This design comes from an exercise in tuning for small area on the open sky130 flow, not from production work. At most, simulation tests tie the RTL to the original design; equivalence was not proved. Power is estimated from default activity; no workload was simulated.

// video_box_overlay
module video_box_overlay #(
  parameter int N_BOX   = 8,
  parameter int W_PIX   = 24,
  parameter int W_COORD = 12,
  parameter int W_THK   = 4,
  localparam int W_IDX  = (N_BOX > 1) ? $clog2(N_BOX) : 1
) (
  input  logic               clk,
  input  logic               rstn,
  input  logic               vsync,
  input  logic               hsync,
  input  logic               de,
  input  logic [W_PIX-1:0]   data,
  input  logic               cfg_we,
  input  logic [W_IDX-1:0]   cfg_idx,
  input  logic               cfg_en,
  input  logic               cfg_blend,
  input  logic [W_COORD-1:0] cfg_x,
  input  logic [W_COORD-1:0] cfg_y,
  input  logic [W_COORD-1:0] cfg_w,
  input  logic [W_COORD-1:0] cfg_h,
  input  logic [W_THK-1:0]   cfg_thick,
  input  logic [W_PIX-1:0]   cfg_color,
  output logic               vsync_o,
  output logic               hsync_o,
  output logic               de_o,
  output logic [W_PIX-1:0]   data_o,
  output logic               cfg_commit
);
  localparam int N_LANE = W_PIX / 8;
  localparam int SPLIT  = 7;
  ...
Settings: LEC_CHECK=0, CAP_MARGIN=20, CORE_MARGIN=2, CORE_UTILIZATION=70, CTS_BUF_LIST=sky130_fd_sc_hd__clkbuf_16, CTS_CLUSTER_DIAMETER=100, CTS_CLUSTER_SIZE=30, GPL_TIMING_DRIVEN=0, SLEW_MARGIN=20, SYNTH_HIERARCHICAL=0; clock period 6.0 ns.
standard.sh (not shown) runs the stock make flow with config.mk's settings and CLKGATE_MAP_FILE= SYNTH_SCRIPT=/design/flow/synth_recipe.tcl, a recipe that flattens the netlist after the stock synthesis.
==> flow/flow/run.sh <==
#!/bin/bash
# Standard layout with a netlist clean-up between synthesis and floorplan:
#  - flow/fixinv.py re-picks the polarity of cells whose output inverts with
#    some of their inputs (full adders, majority gates, muxes, XORs) so fewer
#    inverters are needed in the synthesized netlist;
#  - flow/absorb.py then folds remaining inverters into the gates that read
#    them where another library cell does the same with less area.
# Registers are untouched and the logic is unchanged. Port buffers use the
# smallest buffer cell (the repair steps resize it where a port needs more
# drive). Each step logs to its own file.
set -euo pipefail
export BUFFER_PORTS_ARGS="-buffer_cell sky130_fd_sc_hd__buf_1"
R="$PWD/orfs/results/$FLOW_PLATFORM/video_box_overlay/base"
LIB="$FLOW_HOME/platforms/$FLOW_PLATFORM/lib/sky130_fd_sc_hd__tt_025C_1v80.lib"
bash standard.sh "$R/1_2_yosys.v" > synth.log 2>&1
cp "$R/1_2_yosys.v" "$R/1_2_yosys.orig.v"
python3 flow/fixinv.py "$R/1_2_yosys.orig.v" "$R/1_2_yosys.fixinv.v" > fixinv.log 2>&1
python3 flow/absorb.py "$LIB" "$R/1_2_yosys.fixinv.v" "$R/1_2_yosys.v" > absorb.log 2>&1
bash standard.sh > layout.log 2>&1
Other scripts of this flow, unchanged in this note and not shown: flow/flow/absorb.py, flow/flow/fixinv.py
==> next run, changes <==
--- a/flow/design.v
+++ b/flow/design.v
@@ -112,27 +112,27 @@
   logic [W_COORD-1:0] act_w_r      [N_BOX];
   logic [W_COORD-1:0] act_h_r      [N_BOX];
   logic [W_THK-1:0]   act_nthk_r  [N_BOX];
   logic [W_PIX-1:0]   act_color_r  [N_BOX];
   logic               v1_r, v2_r, v3_r;
   logic               s1_vs_r, s1_hs_r, s1_de_r, s1_bl_r;
   logic [W_PIX-1:0]   s1_data_r;
   logic               s1_xsat_r;
-  logic               s2_vs_r, s2_hs_r, s2_de_r, s2_bl_r;
+  logic               s2_vs_r, s2_hs_r, s2_de_r, s2_bl_r, s2_de2_r, s2_bl2_r;
   logic [W_PIX-1:0]   s2_data_r;
   logic [3:0]         s2_part_r    [N_BOX];
   logic [W_COORD-SPLIT-1:0] s2_ph_r;
   logic [1:0]         yflag_r      [N_BOX];
   logic               s3_vs_r, s3_hs_r, s3_de_r, s3_hit_r, s3_blend_r;
   logic [W_PIX-1:0]   s3_data_r, s3_color_r;
   logic [W_COORD-1:0] p1_s;
   logic [3:0]         part_s       [N_BOX];
   logic [1:0]         ax_s         [N_BOX];
-  logic [N_BOX-1:0]   hit_s, sel_s;
+  logic [N_BOX-1:0]   hit_s, sel_s, s2_act_s;
   logic               sel_hit_s, sel_blend_s;
   logic [W_PIX-1:0]   sel_color_s, blend_s, mix_s;
   assign vsync_rise_s = vsync & ~vsync_prev_r;
   assign de_fall_s    = ~de & de_prev_r;
   always_ff @(posedge clk or negedge rstn) begin
     if (!rstn) begin
       vsync_prev_r <= 1'b0;
       de_prev_r    <= 1'b0;
@@ -189,33 +189,42 @@
         act_y_r[i]     <= pend_y_r[i];
         act_w_r[i]     <= pend_w_r[i];
         act_h_r[i]     <= pend_h_r[i];
         act_nthk_r[i] <= pend_nthk_r[i];
         act_color_r[i] <= pend_color_r[i];
       end
     end
   end
+  always_comb begin
+    for (int i = 0; i < N_BOX; i++)
+      case (i * 4 / N_BOX)
+        0:       s2_act_s[i] = s2_de_r;
+        1:       s2_act_s[i] = ~s2_bl_r;
+        2:       s2_act_s[i] = s2_de2_r;
+        default: s2_act_s[i] = ~s2_bl2_r;
+      endcase
+  end
   assign p1_s = s1_de_r ? x_cnt_r : y_cnt_r;
   always_comb begin
     for (int i = 0; i < N_BOX; i++)
       part_s[i] = axis_lo(~p1_s[SPLIT-1:0], s1_de_r & ~s1_xsat_r,
                           (i < N_BOX / 2 ? s1_de_r : ~s1_bl_r) ?
                             act_x_r[i][SPLIT-1:0] : act_y_r[i][SPLIT-1:0],
                           (i < N_BOX / 2 ? s1_de_r : ~s1_bl_r) ?
                             act_w_r[i][SPLIT-1:0] : act_h_r[i][SPLIT-1:0],
                           ~act_nthk_r[i]);
   end
   always_comb begin
     logic any;
     for (int i = 0; i < N_BOX; i++) begin
       ax_s[i] = axis_hi(~s2_ph_r,
-                        (i < N_BOX / 2 ? s2_de_r : ~s2_bl_r) ?
+                        s2_act_s[i] ?
                           act_x_r[i][W_COORD-1:SPLIT] : act_y_r[i][W_COORD-1:SPLIT],
-                        (i < N_BOX / 2 ? s2_de_r : ~s2_bl_r) ?
+                        s2_act_s[i] ?
                           act_w_r[i][W_COORD-1:SPLIT] : act_h_r[i][W_COORD-1:SPLIT],
                         s2_part_r[i]);
       hit_s[i] = act_en_r[i] & ax_s[i][1] & yflag_r[i][1] &
                  !((act_nthk_r[i] != {W_THK{1'b1}}) & ax_s[i][0] & yflag_r[i][0]);
     end
     any = 1'b0;
     for (int i = 0; i < N_BOX; i++) begin
       sel_s[i] = s2_de_r & hit_s[i] & !any;
@@ -264,16 +273,18 @@
     s1_de_r    <= de;
     s1_bl_r    <= ~de;
     s1_data_r  <= data;
     s1_xsat_r  <= &x_cnt_r;
     s2_vs_r    <= s1_vs_r;
     s2_hs_r    <= s1_hs_r;
     s2_de_r    <= s1_de_r;
     s2_bl_r    <= s1_bl_r;
+    s2_de2_r   <= ~s1_bl_r;
+    s2_bl2_r   <= ~s1_de_r;
     s2_data_r  <= s1_data_r;
     for (int i = 0; i < N_BOX; i++)
       s2_part_r[i] <= part_s[i];
     s2_ph_r    <= p1_s[W_COORD-1:SPLIT];
     for (int i = 0; i < N_BOX; i++)
       if (s2_bl_r)
         yflag_r[i] <= ax_s[i];
     s3_vs_r    <= s2_vs_r;
Effect:
- This time the run completed, yet does not pass: setup timing
- combinational power goes down by about 3%
- count of clock-buffer cells in the layout went down by 1
- core utilization went down by 0.20 points
- via count is higher by 1.4%
- cell area stays flat
No functional check of the RTL was part of the second run of this note.

* * *

== the baseline ==
Another version of the RTL of video_box_overlay (not shown whole).
For scale: roughly 2800 cells after synthesis, roughly 140 I/O pins, ~54000 sq um of cells after synthesis.
export LEC_CHECK = 0
export CAP_MARGIN = 20
export CORE_MARGIN = 2
export CORE_UTILIZATION = 70
export CTS_BUF_LIST = sky130_fd_sc_hd__clkbuf_16
export CTS_CLUSTER_DIAMETER = 100
export CTS_CLUSTER_SIZE = 30
export GPL_TIMING_DRIVEN = 0
export SLEW_MARGIN = 20
export SYNTH_HIERARCHICAL = 0
create_clock -name core_clock -period 6.0 [get_ports {clk}]
==> flow/flow/run.sh <==
#!/bin/bash
# Standard layout with one netlist clean-up between synthesis and floorplan:
# flow/fixinv.py re-picks the polarity of the self-dual cells (full adders,
# majority gates) in the synthesized netlist so fewer inverters are needed.
# Registers and all other cells are untouched. Each step logs to its own file.
set -euo pipefail
# Port buffers: the smallest buffer cell (the repair steps resize it where a port needs more drive).
export BUFFER_PORTS_ARGS="-buffer_cell sky130_fd_sc_hd__buf_1"
R="$PWD/orfs/results/$FLOW_PLATFORM/video_box_overlay/base"
bash standard.sh "$R/1_2_yosys.v" > synth.log 2>&1
cp "$R/1_2_yosys.v" "$R/1_2_yosys.orig.v"
python3 flow/fixinv.py "$R/1_2_yosys.orig.v" "$R/1_2_yosys.v" > fixinv.log 2>&1
bash standard.sh > layout.log 2>&1
Other scripts of this flow, unchanged in this note and not shown: flow/flow/fixinv.py
--- input diff the baseline..the candidate ---
-- flow/design.v --
<<< the baseline, line 29
);
  localparam int N_LANE = W_PIX / 8;
  localparam int SPLIT  = 7;
  localparam logic [W_COORD-1:0] COORD_MAX = {W_COORD{1'b1}};
  function automatic logic [SPLIT:0] add_lo(input logic [SPLIT-1:0] a,
>>> the candidate, line 29
);
  localparam int N_LANE = W_PIX / 8;
  localparam int SPLIT  = 6;
  localparam logic [W_COORD-1:0] COORD_MAX = {W_COORD{1'b1}};
  function automatic logic [SPLIT:0] add_lo(input logic [SPLIT-1:0] a,
<<< the baseline, line 60
  endfunction
  function automatic logic [3:0] axis_lo(
    input logic [SPLIT-1:0] np, input logic ci, input logic [SPLIT-1:0] lo,
    input logic [SPLIT-1:0] sm, input logic [W_THK-1:0] t
  );
    logic [SPLIT:0] nd, g;
    logic [SPLIT-1:0] d;
    nd = add_lo(lo, np, ci);
    g  = add_lo(sm, nd[SPLIT-1:0], 1'b1);
    d  = ~nd[SPLIT-1:0];
>>> the candidate, line 60
  endfunction
  function automatic logic [3:0] axis_lo(
    input logic [SPLIT-1:0] np, input logic [SPLIT-1:0] lo,
    input logic [SPLIT-1:0] sm, input logic [W_THK-1:0] t
  );
    logic [SPLIT:0] nd, g;
    logic [SPLIT-1:0] d;
    nd = add_lo(lo, np, 1'b0);
    g  = add_lo(sm, nd[SPLIT-1:0], 1'b1);
    d  = ~nd[SPLIT-1:0];
<<< the baseline, line 118
  logic               s1_vs_r, s1_hs_r, s1_de_r;
  logic [W_PIX-1:0]   s1_data_r;
  logic               s1_xsat_r;
  logic               s2_vs_r, s2_hs_r, s2_de_r;
  logic [W_PIX-1:0]   s2_data_r;
>>> the candidate, line 118
  logic               s1_vs_r, s1_hs_r, s1_de_r;
  logic [W_PIX-1:0]   s1_data_r;
  logic [W_COORD-1:0] s1_x_r;
  logic               s2_vs_r, s2_hs_r, s2_de_r;
  logic [W_PIX-1:0]   s2_data_r;
<<< the baseline, line 198
    end
  end
  assign p1_s = s1_de_r ? x_cnt_r : y_cnt_r;
  always_comb begin
    for (int i = 0; i < N_BOX; i++)
      part_s[i] = axis_lo(~p1_s[SPLIT-1:0], s1_de_r & ~s1_xsat_r,
                          s1_de_r ? act_x_r[i][SPLIT-1:0] : act_y_r[i][SPLIT-1:0],
                          s1_de_r ? act_wm_r[i][SPLIT-1:0] : act_hm_r[i][SPLIT-1:0],
>>> the candidate, line 198
    end
  end
  assign p1_s = s1_de_r ? s1_x_r : y_cnt_r;
  always_comb begin
    for (int i = 0; i < N_BOX; i++)
      part_s[i] = axis_lo(~p1_s[SPLIT-1:0],
                          s1_de_r ? act_x_r[i][SPLIT-1:0] : act_y_r[i][SPLIT-1:0],
                          s1_de_r ? act_wm_r[i][SPLIT-1:0] : act_hm_r[i][SPLIT-1:0],
<<< the baseline, line 263
    s1_de_r    <= de;
    s1_data_r  <= data;
    s1_xsat_r  <= &x_cnt_r;
    s2_vs_r    <= s1_vs_r;
    s2_hs_r    <= s1_hs_r;
>>> the candidate, line 263
    s1_de_r    <= de;
    s1_data_r  <= data;
    s1_x_r     <= x_cnt_r;
    s2_vs_r    <= s1_vs_r;
    s2_hs_r    <= s1_hs_r;
==> comparison <==
Every run in the baseline and the candidate closed cleanly, with the single exception of the candidate. Master of the slowest instance on the critical path: fa_2 -> the candidate, fa_1 -> the baseline. Routed wire length for the candidate: 5.4% up relative to the baseline. Diff the baseline -> the candidate: average via count per standard cell has increased, fraction of area in multi-input gates grew by 0.81 points. The candidate against the baseline; internal power consumption is up slightly. Sequential share of layout area (higher): the baseline. Of the candidate and the baseline, it is the candidate that has the higher final period demand of the worst path. Number of inserted filler cells in the final layout was higher in the run labelled the baseline. Critical path arrival on the candidate is up relative to the baseline. Sequential cell count, the baseline and the candidate: lower on the baseline. The path length in cells of the critical path in the candidate was higher than what the baseline gave.
Only the layout flow was run in the candidate; the RTL was not checked for function there.

separate check: timing with driven ports:
No port has a modelled driver above. Below, the same layouts with a new extraction and two added sets of constraints. Step 1: set_driving_cell puts a clkbuf_16 on clk and a buf_2 on each other input, an assumption about the parent block. Step 2 also shifts input and output timing later by t, the mid clock arrival at the registers, as if the neighbouring blocks saw the same clock. a / b / c = no drivers / after step 1 / after step 2; a / b = the first two.
| run | t, ns | setup WS [ns] | worst hold slack (ns) | slew at the worst register clock pin (ns) |
|---|---|---|---|---|
| the first run of note 1 | 0.724 | 0.078 / 0.078 / 0.078 | 0.336 / 0.336 / 0.336 | 0.12 / 0.12 |
| the second run of note 1 | 0.723 | -0.024 / -0.024 / -0.024 | 0.331 / 0.331 / 0.331 | 0.12 / 0.12 |
| the baseline | 0.730 | 0.095 / 0.095 / 0.095 | 0.331 / 0.331 / 0.331 | 0.11 / 0.11 |
| the candidate | 0.722 | -0.016 / -0.016 / -0.016 | 0.338 / 0.338 / 0.338 | 0.12 / 0.12 |
